This is an optimization exercise on Yosys and OpenROAD, whose aim is small area, a short achievable clock period and few clock cycles, not a production implementation. Function was checked by simulation only, so behaviour that the tests miss may differ from the original. Power is estimated from default activity; no workload was simulated.

==> try-indigo <==
==> flow/design.v (excerpt) <==
module param_wallace_multiplier
#(
    parameter int WIDTH = 32
) (
    input  logic                 clk,
    input  logic                 rst,
    input  logic [WIDTH-1:0]     a,
    input  logic [WIDTH-1:0]     b,
    input  logic                 signed_mode,
    input  logic                 in_valid,
    output logic                 in_ready,
    output logic [2*WIDTH-1:0]   product,
    output logic                 out_valid,
    input  logic                 out_ready
);
clock: 10.0 ns
lec_check: 0
abc_clock_period_in_ps: 5000
cap_margin: 20
core_margin: 2
core_utilization: 40
setup_slack_margin: 4.0
slew_margin: 20
standard.sh (not shown) runs the stock make flow with config.mk's settings and CLKGATE_MAP_FILE= SYNTH_SCRIPT=/design/flow/synth_recipe.tcl, a recipe that flattens the netlist after the stock synthesis.
==> flow/flow/run.sh <==
#!/bin/bash
# Own layout flow: the standard ORFS flow, with Yosys's generic "abc -fast"
# inside "synth" skipped (SYNTH_ARGS=-noabc). That pass re-maps the
# XOR3/majority full-adder logic before ORFS's extract_fa, which then finds the
# adders in inverted form and leaves an inverter on most adder-to-adder nets.
# Everything else (registers, their names, the final ABC mapping, floorplan,
# placement, CTS, routing) is the standard flow.
set -euo pipefail
bash standard.sh SYNTH_ARGS=-noabc SETUP_MOVE_SEQUENCE=unbuffer,sizeup,swap,buffer finish > standard_flow.log 2>&1
==> inputs of try-harbor, as changes to try-indigo <==
--- a/flow/flow/run.sh
+++ b/flow/flow/run.sh
@@ -6,4 +6,4 @@
 # Everything else (registers, their names, the final ABC mapping, floorplan,
 # placement, CTS, routing) is the standard flow.
 set -euo pipefail
-bash standard.sh SYNTH_ARGS=-noabc SETUP_MOVE_SEQUENCE=unbuffer,sizeup,swap,buffer finish > standard_flow.log 2>&1
+bash standard.sh SYNTH_ARGS=-noabc finish > standard_flow.log 2>&1
- SETUP_SLACK_MARGIN: 4.0 -> 4.05
==> inputs of try-raven, as changes to try-indigo <==
--- a/flow/flow/run.sh
+++ b/flow/flow/run.sh
@@ -6,4 +6,4 @@
 # Everything else (registers, their names, the final ABC mapping, floorplan,
 # placement, CTS, routing) is the standard flow.
 set -euo pipefail
-bash standard.sh SYNTH_ARGS=-noabc SETUP_MOVE_SEQUENCE=unbuffer,sizeup,swap,buffer finish > standard_flow.log 2>&1
+bash standard.sh SYNTH_ARGS=-noabc finish > standard_flow.log 2>&1
- CTS_BUF_LIST: default -> sky130_fd_sc_hd__clkbuf_4 sky130_fd_sc_hd__clkbuf_8
==> comparison <==
- try-indigo passed the timing, DRC and antenna checks. try-raven completed with no timing, DRC or antenna violations. try-harbor produced a clean layout.
- Sequential share of layout area: try-raven > try-indigo > try-harbor.
- First-iteration DRC count: try-raven > try-harbor > try-indigo.
- Of try-harbor and try-indigo, try-indigo has the higher clock skew (gap 0.0023 ns).
- Of try-raven and try-indigo, try-raven has the higher wire length (gap 4.0%, measured against try-indigo).
- In area after synthesis, try-raven and try-harbor do not differ.
- Die area is the same in try-raven and try-harbor.
- Against try-raven, the worst setup slack of try-indigo is lower by 0.30 ns.
- In synthesized cell count, try-indigo and try-harbor do not differ.
- In try-harbor the register-to-register slack is higher than in try-raven, by 0.48 ns.
==> figures <==
|  | try-harbor | try-raven | try-indigo |
|---|---|---|---|
| Result of the run | finished clean | finished clean | finished clean |
| Number of cells in the finished layout apart from fillers | 3892 | 3846 | 3789 |
| Post-CTS Setup Repair Bufs | 84 | 80 | 49 |
| Critical path arrival | 3.96 ns | 6.36 ns | 6.61 ns |
| WS Path Type | register to output pin | input port to register | input port to register |
| Detail Placement HPWL | 75700 um | 74100 um | 74100 um |
| Routed via count divided by cell count | 6.10 | 6.14 | 6.10 |
| # fillers | 6320 | 6441 | 6403 |
| Final Worst Setup Slack | 4.04 ns | 3.93 ns | 3.63 ns |
| Post-Route Utilization | 49.9% | 48.1% | 48.2% |
| Multi-input combinational area share | 70.9% | 73.0% | 74.2% |
| Clk power | 0.692 mW | 0.474 mW | 0.638 mW |
| Sequential portion of the cell area | 10.6% | 11.0% | 10.9% |
| Critical path's slowest cell | sky130_fd_sc_hd__clkdlybuf4s50_1 | sky130_fd_sc_hd__ha_4 | sky130_fd_sc_hd__nor2b_4 |
| Multi-input comb cells | 2306 | 2309 | 2302 |
| Crit path largest cell delay | 0.57 ns | 0.57 ns | 0.84 ns |
| Depth of the worst register-to-register path | 2 | 3 | 3 |
| Switching power total | 5.98 mW | 6.16 mW | 6.29 mW |
| Global Route met3 Usage | 5.98% | 5.02% | 4.30% |
| Layout clock buffer count | 18 | 17 | 17 |
Testbench counts of try-indigo, summed over its fixed seeds: cycles 2,408.
Testbench counts of try-harbor, summed over its fixed seeds: cycles 2,408.
Testbench counts of try-raven, summed over its fixed seeds: cycles 2,408.

========
==> garnet <==
param_wallace_multiplier, a different RTL version from the one above (not shown whole).
Design param_wallace_multiplier, start of the top module:
module param_wallace_multiplier
#(
    parameter int WIDTH = 32
) (
    input  logic                 clk,
    input  logic                 rst,
    input  logic [WIDTH-1:0]     a,
    input  logic [WIDTH-1:0]     b,
    input  logic                 signed_mode,
    input  logic                 in_valid,
    output logic                 in_ready,
    output logic [2*WIDTH-1:0]   product,
    output logic                 out_valid,
    input  logic                 out_ready
);
    logic [131:0] r_q;
    logic [131:0] r_d;
    logic        v_q;
    logic        adv_s;
    logic [63:0] row_x;
    logic [63:0] row_y;
    logic [33:0] ax;
    logic [34:0] bx;
    logic [33:0] xa_0;
    logic [33:0] xa_1;
    logic [33:0] xa_2;
    logic [33:0] xa_3;
    logic [33:0] xa_4;
    logic [33:0] xa_5;
    logic [33:0] xa_6;
    logic [33:0] xa_7;
    logic [33:0] xa_8;
    logic [33:0] xa_9;
    logic [33:0] xa_10;
    logic [33:0] xa_11;
    logic [33:0] xa_12;
    logic [33:0] xa_13;
    logic [33:0] xa_14;
    logic [33:0] xa_15;
    logic [33:0] xa_16;
    logic one_0;
    logic two_0;
    logic neg_0;
    logic pp_0_0;
    logic pp_0_1;
    logic pp_0_2;
    logic pp_0_3;
    logic pp_0_4;
    logic pp_0_5;
    logic pp_0_6;
    logic pp_0_7;
    logic pp_0_8;
    logic pp_0_9;
    logic pp_0_10;
    logic pp_0_11;
    logic pp_0_12;
    logic pp_0_13;
    logic pp_0_14;
    logic pp_0_15;
    logic pp_0_16;
    logic pp_0_17;
    logic pp_0_18;
    logic pp_0_19;
    logic pp_0_20;
    logic pp_0_21;
    logic pp_0_22;
    logic pp_0_23;
    logic pp_0_24;
    logic pp_0_25;
    logic pp_0_26;
    logic pp_0_27;
    logic pp_0_28;
    logic pp_0_29;
    logic pp_0_30;
    logic pp_0_31;
    logic pp_0_32;
    logic pp_0_33;
    logic one_1;
    logic two_1;
    logic neg_1;
    logic pp_1_0;
    logic pp_1_1;
    logic pp_1_2;
    logic pp_1_3;
    logic pp_1_4;
    logic pp_1_5;
    logic pp_1_6;
    logic pp_1_7;
    logic pp_1_8;
    logic pp_1_9;
    logic pp_1_10;
    logic pp_1_11;
  ...
clock: 10.0 ns
lec_check: 0
abc_clock_period_in_ps: 5000
cap_margin: 20
core_margin: 2
core_utilization: 40
place_density: 0.75
setup_slack_margin: 4.0
slew_margin: 20
==> flow/flow/run.sh <==
#!/bin/bash
# Own layout flow: the standard ORFS flow, with Yosys's generic "abc -fast"
# inside "synth" skipped (SYNTH_ARGS=-noabc). That pass re-maps the
# XOR3/majority full-adder logic before ORFS's extract_fa, which then finds the
# adders in inverted form and leaves an inverter on most adder-to-adder nets.
# Everything else (registers, their names, the final ABC mapping, floorplan,
# placement, CTS, routing) is the standard flow.
set -euo pipefail
bash standard.sh SYNTH_ARGS=-noabc finish > standard_flow.log 2>&1
==> quartz (differences from garnet) <==
- CORE_UTILIZATION: 40 -> 55
- PLACE_DENSITY: 0.75 -> unset
==> cedar (differences from garnet) <==
- PLACE_DENSITY: 0.75 -> unset
- SETUP_SLACK_MARGIN: 4.0 -> 3.5
==> summary of the runs <==
cedar finished with timing, DRC and antenna clean. quartz finished clean. garnet went through all stages and came out clean.
Wire length: cedar is lower than quartz (about 4%).
Worst hold slack, highest first: quartz, cedar, garnet.
Die area is the same in garnet and cedar.
Global-route usage: quartz > cedar > garnet.
Between garnet and cedar, the lower utilization is in cedar (gap 1.9 points).
Sequential share of layout area: quartz is lower than cedar (0.88 points).
Against cedar, the fmax of quartz is larger by about 5%.
In sequential cell count, quartz and garnet do not differ.
==> figures <==
|  | quartz | cedar | garnet |
|---|---|---|---|
| Met3 WL | 13.3 mm | 9.62 mm | 12.0 mm |
| Status | no timing/DRC/antenna violations | no timing/DRC/antenna violations | no timing/DRC/antenna violations |
| Vias per inst | 6.86 | 6.27 | 6.36 |
| Seq pwr share | 12.9% | 13.3% | 12.9% |
| Largest stage delay, worst path | 540 ps | 590 ps | 610 ps |
| Register-to-register setup slack | 7750 ps | 7410 ps | 8090 ps |
| Met1 usage | 54.6% | 34.9% | 32.5% |
| Post-layout total power | 13,200 uW | 12,600 uW | 12,700 uW |
| Combinational cell fraction of total power | 82.2% | 81.3% | 82.1% |
| Worst path depth | 13 | 13 | 14 |
| Largest vdd supply drop | 0.219 mV | 0.241 mV | 0.230 mV |
| Dpl hpwl | 76.6 mm | 78.7 mm | 71.3 mm |
| Non-CTS inverters | 111 | 110 | 120 |
| Net switching fraction of the power | 48.1% | 47.7% | 47.5% |
| Part of the cycle the worst path needs | 61.5% | 64.4% | 60.6% |
| Worst clock skew | 12.4 ps | 8.69 ps | 11.0 ps |
| Fraction of the core area covered by cells at the end of the flow | 69.3% | 46.4% | 48.3% |
Testbench counts of garnet, summed over its fixed seeds: cycles 2,408.
Testbench counts of quartz, summed over its fixed seeds: cycles 2,408.
Testbench counts of cedar, summed over its fixed seeds: cycles 2,408.

========
==> inputs of 04-24 <==
param_wallace_multiplier again, from the RTL that the note above started with.
==> flow/config.mk <==
export PLATFORM = sky130hd
export DESIGN_NAME = param_wallace_multiplier
export DESIGN_NICKNAME = param_wallace_multiplier
export VERILOG_FILES = /design/flow/design.v
export SDC_FILE = /design/flow/constraint.sdc
export NUM_CORES = 4
export LEC_CHECK = 0
export ABC_CLOCK_PERIOD_IN_PS = 5000
export CAP_MARGIN = 20
export CORE_MARGIN = 2
export CORE_UTILIZATION = 40
export SETUP_SLACK_MARGIN = 4.0
export SLEW_MARGIN = 20
==> flow/constraint.sdc <==
create_clock -name core_clock -period 10.0 [get_ports {clk}]
set_input_delay 2.0000 -clock core_clock [delete_from_list [all_inputs] [get_ports {clk}]]
set_output_delay 2.0000 -clock core_clock [all_outputs]
set_load 0.01 [all_outputs]
==> flow/flow/run.sh <==
#!/bin/bash
# Own layout flow: the standard ORFS flow, with Yosys's generic "abc -fast"
# inside "synth" skipped (SYNTH_ARGS=-noabc). That pass re-maps the
# XOR3/majority full-adder logic before ORFS's extract_fa, which then finds the
# adders in inverted form and leaves an inverter on most adder-to-adder nets.
# Everything else (registers, their names, the final ABC mapping, floorplan,
# placement, CTS, routing) is the standard flow.
set -euo pipefail
bash standard.sh SYNTH_ARGS=-noabc SYNTH_OPERATIONS_ARGS=-nordff finish > standard_flow.log 2>&1
==> inputs of 07-01, as changes to 04-24 <==
--- a/flow/flow/run.sh
+++ b/flow/flow/run.sh
@@ -7,3 +7,3 @@
 # placement, CTS, routing) is the standard flow.
 set -euo pipefail
-bash standard.sh SYNTH_ARGS=-noabc SYNTH_OPERATIONS_ARGS=-nordff finish > standard_flow.log 2>&1
+bash standard.sh SYNTH_ARGS=-noabc finish > standard_flow.log 2>&1
--- a/flow/config.mk
+++ b/flow/config.mk
@@ -7,7 +7,7 @@
 export LEC_CHECK = 0
 export ABC_CLOCK_PERIOD_IN_PS = 5000
-export CAP_MARGIN = 20
+export CAP_MARGIN = 0
 export CORE_MARGIN = 2
 export CORE_UTILIZATION = 40
 export SETUP_SLACK_MARGIN = 4.0
-export SLEW_MARGIN = 20
+export SLEW_MARGIN = 0
==> inputs of 11-05, as changes to 04-24 <==
--- a/flow/flow/run.sh
+++ b/flow/flow/run.sh
@@ -7,3 +7,3 @@
 # placement, CTS, routing) is the standard flow.
 set -euo pipefail
-bash standard.sh SYNTH_ARGS=-noabc SYNTH_OPERATIONS_ARGS=-nordff finish > standard_flow.log 2>&1
+bash standard.sh SYNTH_ARGS=-noabc finish > standard_flow.log 2>&1
--- a/flow/config.mk
+++ b/flow/config.mk
@@ -10,4 +10,4 @@
 export CORE_MARGIN = 2
 export CORE_UTILIZATION = 40
-export SETUP_SLACK_MARGIN = 4.0
+export SETUP_SLACK_MARGIN = 3.0
 export SLEW_MARGIN = 20
==> comparison <==
Non-clock buffer count, lowest first: 11-05, 07-01, 04-24. In 07-01 the design area is larger than in 04-24, by 2.0%. Setup slack: 07-01 > 04-24 > 11-05. Area after synthesis is the same in 07-01 and 11-05.
Testbench counts of 04-24, summed over its fixed seeds: cycles 2,408.
Testbench counts of 07-01, summed over its fixed seeds: cycles 2,408.
Testbench counts of 11-05, summed over its fixed seeds: cycles 2,408.

========
==> run a: inputs <==
param_wallace_multiplier with an RTL version that a note above also has.
clock: 10.0 ns
lec_check: 0
abc_clock_period_in_ps: 5000
cap_margin: 20
core_margin: 2
core_utilization: 40
setup_slack_margin: 4.5
slew_margin: 20
==> flow/flow/run.sh <==
#!/bin/bash
# Own layout flow: the standard ORFS flow, with Yosys's generic "abc -fast"
# inside "synth" skipped (SYNTH_ARGS=-noabc). That pass re-maps the
# XOR3/majority full-adder logic before ORFS's extract_fa, which then finds the
# adders in inverted form and leaves an inverter on most adder-to-adder nets.
# Everything else (registers, their names, the final ABC mapping, floorplan,
# placement, CTS, routing) is the standard flow.
set -euo pipefail
bash standard.sh SYNTH_ARGS=-noabc SETUP_MOVE_SEQUENCE=unbuffer,sizeup,swap finish > standard_flow.log 2>&1
==> run b (differences from run a) <==
--- a/flow/flow/run.sh
+++ b/flow/flow/run.sh
@@ -8,2 +8,2 @@
 set -euo pipefail
-bash standard.sh SYNTH_ARGS=-noabc SETUP_MOVE_SEQUENCE=unbuffer,sizeup,swap finish > standard_flow.log 2>&1
+bash standard.sh SYNTH_ARGS=-noabc finish > standard_flow.log 2>&1
- CTS_BUF_LIST: default -> sky130_fd_sc_hd__clkbuf_4 sky130_fd_sc_hd__clkbuf_8
- SETUP_SLACK_MARGIN: 4.5 -> 3.9
==> impl_metrics.csv <==
group,metric,value,unit
final_layout,nNonClkBuffers,339,
final_layout,final_util,0.4776,
power,power.switching,5920,uW
routing,drt_pass1_iterations,7,
setup_path,cpPeakStageDelay,0.56,ns
setup_path,cp_data_arrival_time,6.43,ns
final_layout,final-nonclk-buf-share,0.1026,
routing,drt_iter0_markers,2941,
outcome,status,"no timing/DRC/antenna violations",
global_route,grt_pass1_wl,155100,um
final_layout,syn2layout_area_growth,18.25,%
setup_path,endpoint,"r_q[69]",
setup_path,critical_path.startpoint,"b[10]",
The numbers above come from run b.

==> impl_metrics.csv <==
group,metric,value,unit
outcome,status,"no timing/DRC/antenna violations",
setup_path,critical_path.startpoint,"b[15]",
global_route,grt_pass1_wl,152400,um
final_layout,nNonClkBuffers,218,
power,power.switching,6385,uW
setup_path,cp_data_arrival_time,6.46,ns
final_layout,syn2layout_area_growth,26.54,%
final_layout,final_util,0.5111,
routing,drt_pass1_iterations,6,
routing,drt_iter0_markers,2094,
The numbers above come from run a.

Testbench counts of run a, summed over its fixed seeds: cycles 2,408.
Testbench counts of run b, summed over its fixed seeds: cycles 2,408.

## re-timing with driven ports
In the flow no input, the clock included, has a driving cell. The finished layouts below were timed again as built, in two steps. Step 1, drivers: a clkbuf_16 drives clk and a buf_2 each remaining input, both assumed. Step 2 times the ports against the registers' clock, not the clock port: input delays grow and output delays shrink by t, the midpoint of the rising clock arrivals with the driver on. Slacks: no drivers / after step 1 / after step 2; pairs: no drivers / after step 1.
| run | t, ns | slack for setup (ns) | cell pins on the clock port's net |
|---|---|---|---|
| try-indigo | 0.541 | 3.634 / 3.643 / 3.102 | 1 |
| try-harbor | 0.556 | 4.043 / 3.983 / 3.537 | 1 |
| try-raven | 0.603 | 3.932 / 3.972 / 3.368 | 1 |
| garnet | 0.542 | 3.939 / 3.984 / 3.442 | 1 |
| quartz | 0.557 | 3.853 / 3.896 / 3.339 | 1 |
| cedar | 0.554 | 3.562 / 3.552 / 3.033 | 1 |
| 04-24 | 0.562 | 3.782 / 3.722 / 3.428 | 1 |
| 07-01 | 0.559 | 4.059 / 3.992 / 3.546 | 1 |
| 11-05 | 0.556 | 3.136 / 3.174 / 2.618 | 1 |
| run a | 0.546 | 3.775 / 3.794 / 3.248 | 1 |
| run b | 0.621 | 3.892 / 3.867 / 3.245 | 1 |
After both steps setup and hold are still met in every run listed. The setup slack of run b, which loses most, moves by -0.025 ns with the drivers and by -0.647 ns with both steps.
